What follows belongs to an exercise in optimizing a design on an open flow for small area, a short achievable clock period and few clock cycles; a production flow would make more cautious choices.
Only simulation tests tie the RTL to the original design; equivalence was not proved.
Power is estimated from default activity; no workload was simulated.

[design/flow/design.v]
package rlfb_pkg;
  localparam int NUM_CH = 3;
  localparam int CH_W   = 8;
  localparam logic [6:0]  PCT_MAX     = 7'd100;
  localparam logic [12:0] RECIP_100   = 13'd5243;
  localparam int          RECIP_SHIFT = 19;
  localparam logic [2:0] CMD_TICK      = 3'd0;
  localparam logic [2:0] CMD_SET       = 3'd1;
  localparam logic [2:0] CMD_INTENSITY = 3'd2;
  localparam logic [2:0] CMD_BLINK     = 3'd3;
  localparam logic [2:0] CMD_FADE_IN   = 3'd4;
  localparam logic [2:0] CMD_FADE_OUT  = 3'd5;
  localparam logic [2:0] CMD_OFF       = 3'd6;
  localparam logic [2:0] CMD_NOP       = 3'd7;
  localparam logic [2:0] SEQ_IDLE      = 3'd0;
  localparam logic [2:0] SEQ_BLINK_ON  = 3'd1;
  localparam logic [2:0] SEQ_BLINK_OFF = 3'd2;
  localparam logic [2:0] SEQ_FADE_IN   = 3'd3;
  localparam logic [2:0] SEQ_FADE_OUT  = 3'd4;
  localparam logic [2:0] ST_IDLE = 3'd0;
  localparam logic [2:0] ST_FDIV = 3'd1;
  localparam logic [2:0] ST_LVL  = 3'd2;
  localparam logic [2:0] ST_MUL  = 3'd3;
  localparam logic [2:0] ST_DONE = 3'd4;
endpackage
module rlfb_div #(
  parameter int DW = 16,
  parameter int VW = 8
) (
  input  logic          clk,
  input  logic          rst_n,
  input  logic          start,
  input  logic [DW-1:0] dividend,
  input  logic [VW-1:0] divisor,
  output logic          done,
  output logic [DW-1:0] quotient
);
  localparam int CW = $clog2(DW + 1);
  localparam logic [CW-1:0] CNT_INIT = DW;
  localparam logic [CW-1:0] CNT_LAST = 1;
  logic          busy_r;
  logic          done_r;
  logic [CW-1:0] cnt_r;
  logic [DW-1:0] q_r;
  logic [VW-1:0] rem_r;
  logic [VW-1:0] dvs_r;
  logic [VW:0]   rem_sh;
  logic [VW:0]   rem_diff;
  logic          ge;
  logic [VW-1:0] rem_nxt;
  always_comb begin
    rem_sh   = {rem_r, q_r[DW-1]};
    ge       = (rem_sh >= {1'b0, dvs_r});
    rem_diff = rem_sh - {1'b0, dvs_r};
    rem_nxt  = ge ? rem_diff[VW-1:0] : rem_sh[VW-1:0];
  end
  always_ff @(posedge clk) begin
    if (!rst_n) begin
      busy_r <= 1'b0;
      done_r <= 1'b0;
      cnt_r  <= '0;
    end else begin
      done_r <= 1'b0;
      if (start) begin
        busy_r <= 1'b1;
        cnt_r  <= CNT_INIT;
      end else if (busy_r) begin
        cnt_r <= cnt_r - 1'b1;
        if (cnt_r == CNT_LAST) begin
          busy_r <= 1'b0;
          done_r <= 1'b1;
        end
      end
    end
  end
  always_ff @(posedge clk) begin
    if (start) begin
      q_r   <= dividend;
      rem_r <= '0;
      dvs_r <= divisor;
    end else if (busy_r) begin
      q_r   <= {q_r[DW-2:0], ge};
      rem_r <= rem_nxt;
    end
  end
  assign done     = done_r;
  assign quotient = q_r;
endmodule
module rlfb_lane (
  input  logic       clk,
  input  logic       rst_n,
  input  logic       ctl_start,
  input  logic       ctl_by_pct,
  input  logic [7:0] a,
  input  logic [7:0] b,
  output logic       done,
  output logic [7:0] q
);
  logic        v1_r;
  logic        v2_r;
  logic        by_pct_r;
  logic [15:0] prod_r;
  logic [7:0]  q_r;
  logic [28:0] pct_prod;
  logic [16:0] sum255;
  logic [7:0]  q_nxt;
  always_comb begin
    pct_prod = {13'd0, prod_r} * {16'd0, rlfb_pkg::RECIP_100};
    sum255   = {1'b0, prod_r} + {9'd0, prod_r[15:8]} + 17'd1;
    q_nxt    = by_pct_r ? pct_prod[rlfb_pkg::RECIP_SHIFT +: 8] : sum255[15:8];
  end
  always_ff @(posedge clk) begin
    if (!rst_n) begin
      v1_r <= 1'b0;
      v2_r <= 1'b0;
    end else begin
      v1_r <= ctl_start;
      v2_r <= v1_r;
    end
  end
  always_ff @(posedge clk) begin
    if (ctl_start) begin
      prod_r   <= {8'd0, a} * {8'd0, b};
      by_pct_r <= ctl_by_pct;
    end
    if (v1_r) begin
      q_r <= q_nxt;
    end
  end
  assign done = v2_r;
  assign q    = q_r;
endmodule
module rlfb_merge (
  input  logic        clk,
  input  logic        rst_n,
  input  logic        ctl_load,
  input  logic        ctl_busy,
  input  logic        ctl_rejected,
  input  logic [23:0] drive,
  input  logic        invert,
  output logic        ready,
  output logic        out_tvalid,
  input  logic        out_tready,
  output logic [23:0] out_tdata,
  output logic [1:0]  out_tuser
);
  logic        valid_r;
  logic [23:0] data_r;
  logic [1:0]  user_r;
  logic [23:0] level;
  assign level = invert ? ~drive : drive;
  assign ready = !valid_r || out_tready;
  always_ff @(posedge clk) begin
    if (!rst_n) begin
      valid_r <= 1'b0;
    end else if (ctl_load) begin
      valid_r <= 1'b1;
    end else if (out_tready) begin
      valid_r <= 1'b0;
    end
  end
  always_ff @(posedge clk) begin
    if (ctl_load) begin
      data_r <= level;
      user_r <= {ctl_rejected, ctl_busy};
    end
  end
  assign out_tvalid = valid_r;
  assign out_tdata  = data_r;
  assign out_tuser  = user_r;
endmodule
module rgb_led_fade_blink_driver_core #(
  parameter int TICK_BITS = 16,
  parameter int STEP_BITS = 8
) (
  input  logic        clk,
  input  logic        rst_n,
  input  logic        cfg_we,
  input  logic        cfg_wdata,    
  input  logic        in_tvalid,
  output logic        in_tready,
  input  logic [71:0] in_tdata,
  input  logic [2:0]  in_tuser,     
  output logic        out_tvalid,
  input  logic        out_tready,
  output logic [23:0] out_tdata,    
  output logic [1:0]  out_tuser     
);
  localparam int DW = (TICK_BITS > STEP_BITS + 8) ? TICK_BITS : STEP_BITS + 8;
  localparam logic [STEP_BITS-1:0] STEP_ONE = 1;
  localparam logic [TICK_BITS-1:0] TICK_ONE = 1;
  logic [2:0]             state_r, state_nxt;
  logic [2:0]             mode_r, mode_nxt;
  logic [23:0]            base_r, base_nxt;
  logic [23:0]            drive_r, drive_nxt;
  logic [STEP_BITS-1:0]   idx_r, idx_nxt;
  logic [STEP_BITS-1:0]   total_r, total_nxt;
  logic [TICK_BITS-1:0]   cd_r, cd_nxt;
  logic [TICK_BITS-1:0]   pend_r, pend_nxt;
  logic                   rej_r, rej_nxt;
  logic                   fade_in_r, fade_in_nxt;
  logic                   ca_r;
  logic [2:0]             cmd;
  logic [23:0]            in_rgb;
  logic [6:0]             in_pct;
  logic [6:0]             pct_c;
  logic [TICK_BITS-1:0]   on_t;
  logic [TICK_BITS-1:0]   dur_t;
  logic [STEP_BITS-1:0]   steps_raw;
  logic [STEP_BITS-1:0]   steps_c;
  logic [TICK_BITS-1:0]   cd_dec;
  logic [STEP_BITS-1:0]   idx_step;
  logic                   fade_more;
  logic [STEP_BITS+7:0]   lvl_num;
  logic                   div_start;
  logic [DW-1:0]          div_dividend;
  logic [STEP_BITS-1:0]   div_divisor;
  logic                   div_done;
  logic [DW-1:0]          div_q;
  logic [TICK_BITS-1:0]   div_ticks;
  logic                   lane_start;
  logic                   lane_by_pct;
  logic [23:0]            lane_a;
  logic [7:0]             lane_b;
  logic [2:0]             lane_done;
  logic [23:0]            lane_q;
  logic                   mrg_load;
  logic                   mrg_busy;
  logic                   mrg_rejected;
  logic                   mrg_ready;
  always_comb begin
    cmd       = in_tuser;
    in_rgb    = in_tdata[23:0];
    in_pct    = in_tdata[30:24];
    on_t      = in_tdata[46:31];
    dur_t     = in_tdata[62:47];
    steps_raw = in_tdata[70:63];
    steps_c   = (steps_raw == '0) ? STEP_ONE : steps_raw;
    pct_c     = (in_pct > rlfb_pkg::PCT_MAX) ? rlfb_pkg::PCT_MAX : in_pct;
    cd_dec    = (cd_r != '0) ? cd_r - TICK_ONE : cd_r;
    idx_step  = (mode_r == rlfb_pkg::SEQ_FADE_IN) ? idx_r + 1'b1 : idx_r - 1'b1;
    fade_more = (mode_r == rlfb_pkg::SEQ_FADE_IN) ? (idx_step < total_r) : (idx_step != '0);
    lvl_num   = {idx_step, 8'd0} - {8'd0, idx_step};
    div_ticks = div_q[TICK_BITS-1:0];
  end
  assign lane_a = (state_r == rlfb_pkg::ST_IDLE) ? in_rgb : base_r;
  assign lane_b = (state_r == rlfb_pkg::ST_IDLE) ? {1'b0, pct_c} : div_q[7:0];
  always_comb begin
    state_nxt     = state_r;
    mode_nxt      = mode_r;
    base_nxt      = base_r;
    drive_nxt     = drive_r;
    idx_nxt       = idx_r;
    total_nxt     = total_r;
    cd_nxt        = cd_r;
    pend_nxt      = pend_r;
    rej_nxt       = rej_r;
    fade_in_nxt   = fade_in_r;
    div_start     = 1'b0;
    div_dividend  = '0;
    div_divisor   = total_r;
    lane_start    = 1'b0;
    lane_by_pct   = 1'b0;
    mrg_load      = 1'b0;
    mrg_busy      = (mode_r != rlfb_pkg::SEQ_IDLE);
    mrg_rejected  = rej_r;
    in_tready     = 1'b0;
    case (state_r)
      rlfb_pkg::ST_IDLE: begin
        in_tready = 1'b1;
        if (in_tvalid) begin
          rej_nxt   = 1'b0;
          state_nxt = rlfb_pkg::ST_DONE;
          if (cmd == rlfb_pkg::CMD_TICK) begin
            if (mode_r != rlfb_pkg::SEQ_IDLE) begin
              cd_nxt = cd_dec;
              if (cd_dec == '0) begin
                case (mode_r)
                  rlfb_pkg::SEQ_BLINK_ON: begin
                    drive_nxt = '0;
                    mode_nxt  = (pend_r == '0) ? rlfb_pkg::SEQ_IDLE : rlfb_pkg::SEQ_BLINK_OFF;
                    cd_nxt    = pend_r;
                  end
                  rlfb_pkg::SEQ_FADE_IN, rlfb_pkg::SEQ_FADE_OUT: begin
                    idx_nxt      = idx_step;
                    div_start    = 1'b1;
                    div_dividend = lvl_num;
                    div_divisor  = total_r;
                    if (fade_more) begin
                      cd_nxt = pend_r;
                    end else begin
                      mode_nxt = rlfb_pkg::SEQ_IDLE;
                      cd_nxt   = '0;
                    end
                    state_nxt = rlfb_pkg::ST_LVL;
                  end
                  default: begin
                    mode_nxt = rlfb_pkg::SEQ_IDLE;
                  end
                endcase
              end
            end
          end else if (cmd == rlfb_pkg::CMD_NOP) begin
            rej_nxt = 1'b0;
          end else if (mode_r != rlfb_pkg::SEQ_IDLE) begin
            rej_nxt = 1'b1;
          end else begin
            case (cmd)
              rlfb_pkg::CMD_SET: begin
                base_nxt  = in_rgb;
                drive_nxt = in_rgb;
              end
              rlfb_pkg::CMD_INTENSITY: begin
                lane_start  = 1'b1;
                lane_by_pct = 1'b1;
                state_nxt = rlfb_pkg::ST_MUL;
              end
              rlfb_pkg::CMD_BLINK: begin
                base_nxt = in_rgb;
                pend_nxt = dur_t;
                if (on_t == '0) begin
                  drive_nxt = '0;
                  mode_nxt  = (dur_t == '0) ? rlfb_pkg::SEQ_IDLE : rlfb_pkg::SEQ_BLINK_OFF;
                  cd_nxt    = dur_t;
                end else begin
                  drive_nxt = in_rgb;
                  mode_nxt  = rlfb_pkg::SEQ_BLINK_ON;
                  cd_nxt    = on_t;
                end
              end
              rlfb_pkg::CMD_FADE_IN, rlfb_pkg::CMD_FADE_OUT: begin
                base_nxt     = in_rgb;
                total_nxt    = steps_c;
                idx_nxt      = (cmd == rlfb_pkg::CMD_FADE_IN) ? '0 : steps_c;
                fade_in_nxt  = (cmd == rlfb_pkg::CMD_FADE_IN);
                div_start    = 1'b1;
                div_dividend = dur_t;
                div_divisor  = steps_c;
                state_nxt    = rlfb_pkg::ST_FDIV;
              end
              rlfb_pkg::CMD_OFF: begin
                drive_nxt = '0;
              end
              default: begin
                rej_nxt = 1'b0;
              end
            endcase
          end
        end
      end
      rlfb_pkg::ST_FDIV: begin
        if (div_done) begin
          pend_nxt  = div_ticks;
          state_nxt = rlfb_pkg::ST_DONE;
          if (div_ticks == '0) begin
            mode_nxt  = rlfb_pkg::SEQ_IDLE;
            cd_nxt    = '0;
            idx_nxt   = fade_in_r ? total_r : '0;
            drive_nxt = fade_in_r ? base_r : '0;
          end else begin
            mode_nxt  = fade_in_r ? rlfb_pkg::SEQ_FADE_IN : rlfb_pkg::SEQ_FADE_OUT;
            cd_nxt    = div_ticks;
            idx_nxt   = fade_in_r ? '0 : total_r;
            drive_nxt = fade_in_r ? '0 : base_r;
          end
        end
      end
      rlfb_pkg::ST_LVL: begin
        if (div_done) begin
          lane_start  = 1'b1;
          lane_by_pct = 1'b0;
          state_nxt = rlfb_pkg::ST_MUL;
        end
      end
      rlfb_pkg::ST_MUL: begin
        if (&lane_done) begin
          drive_nxt = lane_q;
          state_nxt = rlfb_pkg::ST_DONE;
        end
      end
      rlfb_pkg::ST_DONE: begin
        if (mrg_ready) begin
          mrg_load     = 1'b1;
          state_nxt    = rlfb_pkg::ST_IDLE;
        end
      end
      default: begin
        state_nxt = rlfb_pkg::ST_IDLE;
      end
    endcase
  end
  always_ff @(posedge clk) begin
    if (!rst_n) begin
      state_r   <= rlfb_pkg::ST_IDLE;
      mode_r    <= rlfb_pkg::SEQ_IDLE;
      base_r    <= '0;
      drive_r   <= '0;
      idx_r     <= '0;
      total_r   <= STEP_ONE;
      cd_r      <= '0;
      pend_r    <= '0;
      rej_r     <= 1'b0;
      fade_in_r <= 1'b0;
      ca_r      <= 1'b0;
    end else begin
      state_r   <= state_nxt;
      mode_r    <= mode_nxt;
      base_r    <= base_nxt;
      drive_r   <= drive_nxt;
      idx_r     <= idx_nxt;
      total_r   <= total_nxt;
      cd_r      <= cd_nxt;
      pend_r    <= pend_nxt;
      rej_r     <= rej_nxt;
      fade_in_r <= fade_in_nxt;
      if (cfg_we) begin
        ca_r <= cfg_wdata;
      end
    end
  end
  rlfb_div #(
    .DW (DW),
    .VW (STEP_BITS)
  ) u_div (
    .clk      (clk),
    .rst_n    (rst_n),
    .start    (div_start),
    .dividend (div_dividend),
    .divisor  (div_divisor),
    .done     (div_done),
    .quotient (div_q)
  );
  for (genvar c = 0; c < 3; c++) begin : g_lane
    rlfb_lane u_lane (
      .clk   (clk),
      .rst_n (rst_n),
      .ctl_start  (lane_start),
      .ctl_by_pct (lane_by_pct),
      .a     (lane_a[8*c +: 8]),
      .b     (lane_b),
      .done  (lane_done[c]),
      .q     (lane_q[8*c +: 8])
    );
  end
  rlfb_merge u_merge (
    .clk        (clk),
    .rst_n      (rst_n),
    .ctl_load     (mrg_load),
    .ctl_busy     (mrg_busy),
    .ctl_rejected (mrg_rejected),
    .drive      (drive_r),
    .invert     (ca_r),
    .ready      (mrg_ready),
    .out_tvalid (out_tvalid),
    .out_tready (out_tready),
    .out_tdata  (out_tdata),
    .out_tuser  (out_tuser)
  );
endmodule
[design/flow/run.sh]
#!/bin/bash
# synth_recipe.tcl (not shown) runs the flow's synth.tcl, then flattens the netlist and writes it again
# the make line also repeats each setting of config.mk as NAME=value (left out here)
make -C /OpenROAD-flow-scripts/flow DESIGN_CONFIG=/design/flow/config.mk WORK_HOME=/design/flow/orfs CLKGATE_MAP_FILE= SYNTH_SCRIPT=/design/flow/synth_recipe.tcl finish
[design/flow/config.mk]
export PLATFORM = sky130hd
export DESIGN_NAME = rgb_led_fade_blink_driver_core
export DESIGN_NICKNAME = rgb_led_fade_blink_driver_core
export VERILOG_FILES = /design/flow/design.v
export SDC_FILE = /design/flow/constraint.sdc
export NUM_CORES = 4
export LEC_CHECK = 0
export CAP_MARGIN = 20
export CORE_MARGIN = 2
export CORE_UTILIZATION = 40
export SLEW_MARGIN = 20
[design/flow/constraint.sdc]
create_clock -name core_clock -period 7.0 [get_ports {clk}]
set_input_delay 1.4000 -clock core_clock [delete_from_list [all_inputs] [get_ports {clk}]]
set_output_delay 1.4000 -clock core_clock [all_outputs]
set_load 0.01 [all_outputs]
==> results.txt <==
[registers in the layout, indices dropped and copies added (netlist names), 2 cells and up]
| register | flops |
|---|---|
| g_lane.u_lane.prod_r | 48 |
| base_r | 24 |
| drive_r | 24 |
| g_lane.u_lane.q_r | 24 |
| u_merge.data_r | 24 |
| cd_r | 16 |
| pend_r | 16 |
| u_div.q_r | 16 |
| idx_r | 8 |
| total_r | 8 |
| u_div.dvs_r | 8 |
| u_div.rem_r | 8 |
| u_div.cnt_r | 5 |
| mode_r | 3 |
| state_r | 3 |
| u_merge.user_r | 2 |
[through the flow]
stage          total power, uW  cells  hold WS [ns]  area (um2)
4_1_cts                  15450   4328        0.4777       33750
5_1_grt                  17140   4331        0.4978       33780
3_3_place_gp             13630   4274        0.4636       32760
3_5_place_dp             13740   4274        0.4681       32760
6_report                 15260   4332        0.4761       33780
2_1_floorplan            10700   3246        0.4081       30310
[worst min-delay path: stages, from the launching register on]
cell,delay [ns]
dfxtp_1,0.31
nand2b_1,0.07
a21oi_1,0.05
[where the power goes]
group	switching [uW]	internal [uW]
logic	6520	5030
clock network	648	914
registers	211	1940
[logic make-up after synthesis]
kind of cell	Yosys count	share of synthesized area
adders and majority gates	798	0.4116
and+or+nand+nor	771	0.1214
buffers and inverters	709	0.08912
AOI/OAI and AO/OA	534	0.1180
DFF	246	0.2031
xor gates and xnor gates	133	0.03843
muxes	55	0.01837
[worst max-delay path by stage]
stage                            start                                    end  slack [ns]  depth (start not counted)
after global routing      in_tdata[26]  g_lane[0].u_lane.prod_r[15]$_DFFE_PP_        0.40                         22
after CTS                 in_tdata[26]  g_lane[0].u_lane.prod_r[15]$_DFFE_PP_        0.71                         22
after global placement    in_tdata[26]  g_lane[0].u_lane.prod_r[15]$_DFFE_PP_        0.13                         22
after detailed placement  in_tdata[26]  g_lane[0].u_lane.prod_r[15]$_DFFE_PP_        0.13                         22
final                     in_tdata[26]  g_lane[0].u_lane.prod_r[15]$_DFFE_PP_        0.73                         22
after floorplan           in_tdata[24]  g_lane[1].u_lane.prod_r[15]$_DFFE_PP_        0.85                         20
[cells in the mapped netlist (39+ instances only)]
cell type	number	area, um2
clkbuf_1	93	349.1
xor2_1	39	341.6
ha_1	466	5831
inv_1	594	2230
fa_1	332	6646
nand2_1	181	679.4
nor2_1	286	1074
dfxtp_1	123	2462
o21ai_0	91	455.4
a21oi_1	160	800.8
mux2i_1	50	500.5
edfxtp_1	123	3694
a211oi_1	59	442.9
or2_2	41	256.5
xnor2_1	94	823.3
nor3_1	39	195.2
[area by class of cell]
| class | count | area, um2 | area share |
|---|---|---|---|
| Antenna cell | 3 | 7.507 | 0.0002222 |
| Clock buffer | 42 | 922.1 | 0.02730 |
| Clock inverter | 12 | 65.06 | 0.001926 |
| Inverter | 598 | 2245 | 0.06645 |
| Multi-Input combinational cell | 2291 | 21540 | 0.6376 |
| Sequential cell | 246 | 6156 | 0.1822 |
| Tap cell | 969 | 1212 | 0.03589 |
| Timing Repair Buffer | 171 | 1634 | 0.04837 |
[placed cells by master (no fill, tap or decap), types with 7 or more instances in the layout]
master,synthesis,routed
nor3_1,39,39
o21ai_0,91,91
fa_1,332,332
inv_1,594,594
dfxtp_1,123,123
and2_1,19,19
ha_1,466,466
xnor2_1,94,94
o21a_1,20,20
a222oi_1,24,24
clkinv_2,0,8
a22oi_1,9,7
a21oi_1,160,158
a21boi_0,10,10
nor2b_1,25,23
a311oi_1,25,24
nand2b_1,23,23
o211ai_1,12,12
nor2_1,286,284
or2_2,41,41
a211oi_1,59,57
o31ai_1,8,8
clkdlybuf4s50_1,0,107
and3_1,32,32
or3_1,7,7
a31oi_1,15,15
nand3_1,34,34
clkbuf_16,0,35
mux2i_1,50,48
nand4_1,22,22
nand2_1,181,181
a21o_1,21,21
nor4_1,24,24
buf_4,0,57
o41ai_1,9,9
xor2_1,39,39
nor3b_1,7,7
edfxtp_1,123,123
[routing by layer]
layer | track usage | share of wire | routed length (um)
met5 | 0 | 0.00017 | 13
met4 | 0.03653 | 0.014 | 1044
met3 | 0.02159 | 0.052 | 3985
met2 | 0.3092 | 0.45 | 34380
met1 | 0.2969 | 0.49 | 37210
==> results_dict.tcl <==
set metrics [dict create \
    max_freq_mhz 159.6 \
    r2r_slack_ns 0.87 \
    syn_nets 4125 \
    synth_ff_type "edfxtp_1" \
    async_flop_share 0 \
    die_w_um 279.3 \
    cp.arrival_ns 6.59 \
    area_delta_synth_final_pct 11.45 \
    leakagePower_uw 0.01589 \
    rsz0062_at_grt "false" \
    cts_buffers 29 \
    min_from "u_div.rem_r[7]$_SDFFE_PP0P_" \
    ant_nets 0 \
    worstSetupPathType "input port to flip-flop" \
    first_global_vias 22377 \
    ioPinCount 109 \
    gr-usage-all-layers 0.1980 \
    drt_iter0_drc 1724 \
    antenna_found_initial 3 \
    cts_tree "yes" \
    cts_resized 0 \
    gp_congestion 0.8929 \
    post-place-ws_ns 0.1313 \
    worst_setup_path_end_kind "flip-flop" \
    ys_warn_count 4 \
    grt_overflow 0 \
    yosysUniqueCellTypes 79 \
    grt_max_degree 47 \
    dr.pass1.iters 8 \
    syn_area_um2 30310 \
    skew_ns 0.01353 \
    synth_edf_count 123 \
    worstSkewPairLatency_ns 0.59 \
    finalNetCount 4216 \
    worst_slack_ns 0.7333 \
    worstMarginPinSlew_ns 1.062 \
    finalSetupViolCount 0 \
    irDropWorstVdd_v 0.0003727 \
    cts_hold_buf 0 \
    cts_max_level 1 \
    cts_sinks 246 \
    drv_slew 0 \
    outcome "complete, no violations" \
    hold_end "u_div.rem_r[7]$_SDFFE_PP0P_" \
    relSlewSlack 0.2921 \
    drc_errors 0 \
    hold_class "flip-flop to flip-flop" \
    synth.avg_cell_area_um2 9.338 \
    io_buffers 107 \
    dp_hpwl_um 61080 \
    initial_utilization 0.4058 \
    core_um2 74700 \
    critical_path.cell_chain "clkdlybuf4s50_1 -> o21ai_0 -> a21oi_1 -> nor2_1 -> inv_1 -> o22ai_2 -> buf_12 -> or2_2 -> fa_1 -> fa_1 -> inv_1 -> fa_1 -> inv_1 -> fa_1 -> inv_1 -> ha_1 -> a21boi_0 -> o21ai_0 -> a21oi_1 -> a41o_1 -> o41ai_1 -> xnor2_1" \
    syn_inst 3246 \
    vias 22803 \
    post_cts_buffers 0 \
    grt_first_pass_wirelength_um 123800 \
    critPathSlowestCell "fa_1" \
    rr_startpoint "state_r[0]$_SDFFE_PN0P_" \
    vias_per_cell 5.264 \
    critPathRequiredTime_ns 7.32 \
    path_max_fanout 13 \
    final.fill_count 7151 \
    wl_um 76630 \
    min_period_over_period 0.8952 \
    power.density_nw_per_um2 451.7 \
    path_delay_family "adder cells" \
    rows 100 \
    root_buffer "clkbuf_16" \
    critical_path.max_stage_delay_ns 0.54 \
    ys_ff_latch 246 \
    fin_crit_ns 6.267 \
    worstRegToRegCells 20 \
    path_buf_inv 6 \
    clockBufferDepth 3 \
    reg2reg_to "g_lane[0].u_lane.prod_r[15]$_DFFE_PP_" \
    worstSetupStartpointType "input port" \
    clkTransAtPathRegs_ns 0.06 \
    final_util 0.4522 \
    hold_depth 2 \
    die-height_um 279.3 \
    hold_viol 0 \
    maxCapViolations 0 \
    drive_above_1_share 0.05923 \
    die-area_um2 78000 \
    ys_seq_area_frac 0.2031 \
    wl_per_cell_um 17.69 \
    finalSetupTns_ns 0 \
]
Testbench counts, summed over its fixed seeds: cycles 243,277.

==> afterwards: timing with drivers on the ports <==
How much do the figures lean on ideal ports? The routed layout below was timed once more, with nothing changed but the port constraints. Step 1: set_driving_cell puts a clkbuf_16 on clk and a buf_2 on each other input, an assumption about the parent block. Step 2 moves the port delays by t, midway between the first and last clock arrival at a register: inputs arrive t later, outputs are due t later. That takes back most of the time a late clock gives input paths. Three values: ideal ports, drivers, drivers and shift; two values: the first two.
t, ns: 0.639
setup slack, ns: 0.733 / 0.771 / 0.132
clock arrival spread, ns: 0.013 / 0.013
slew at the worst register clock pin (ns): 0.07 / 0.07
After both steps setup and hold are still met in this run. For this run, drivers alone change the setup slack by +0.038 ns; drivers and shift together by -0.601 ns.
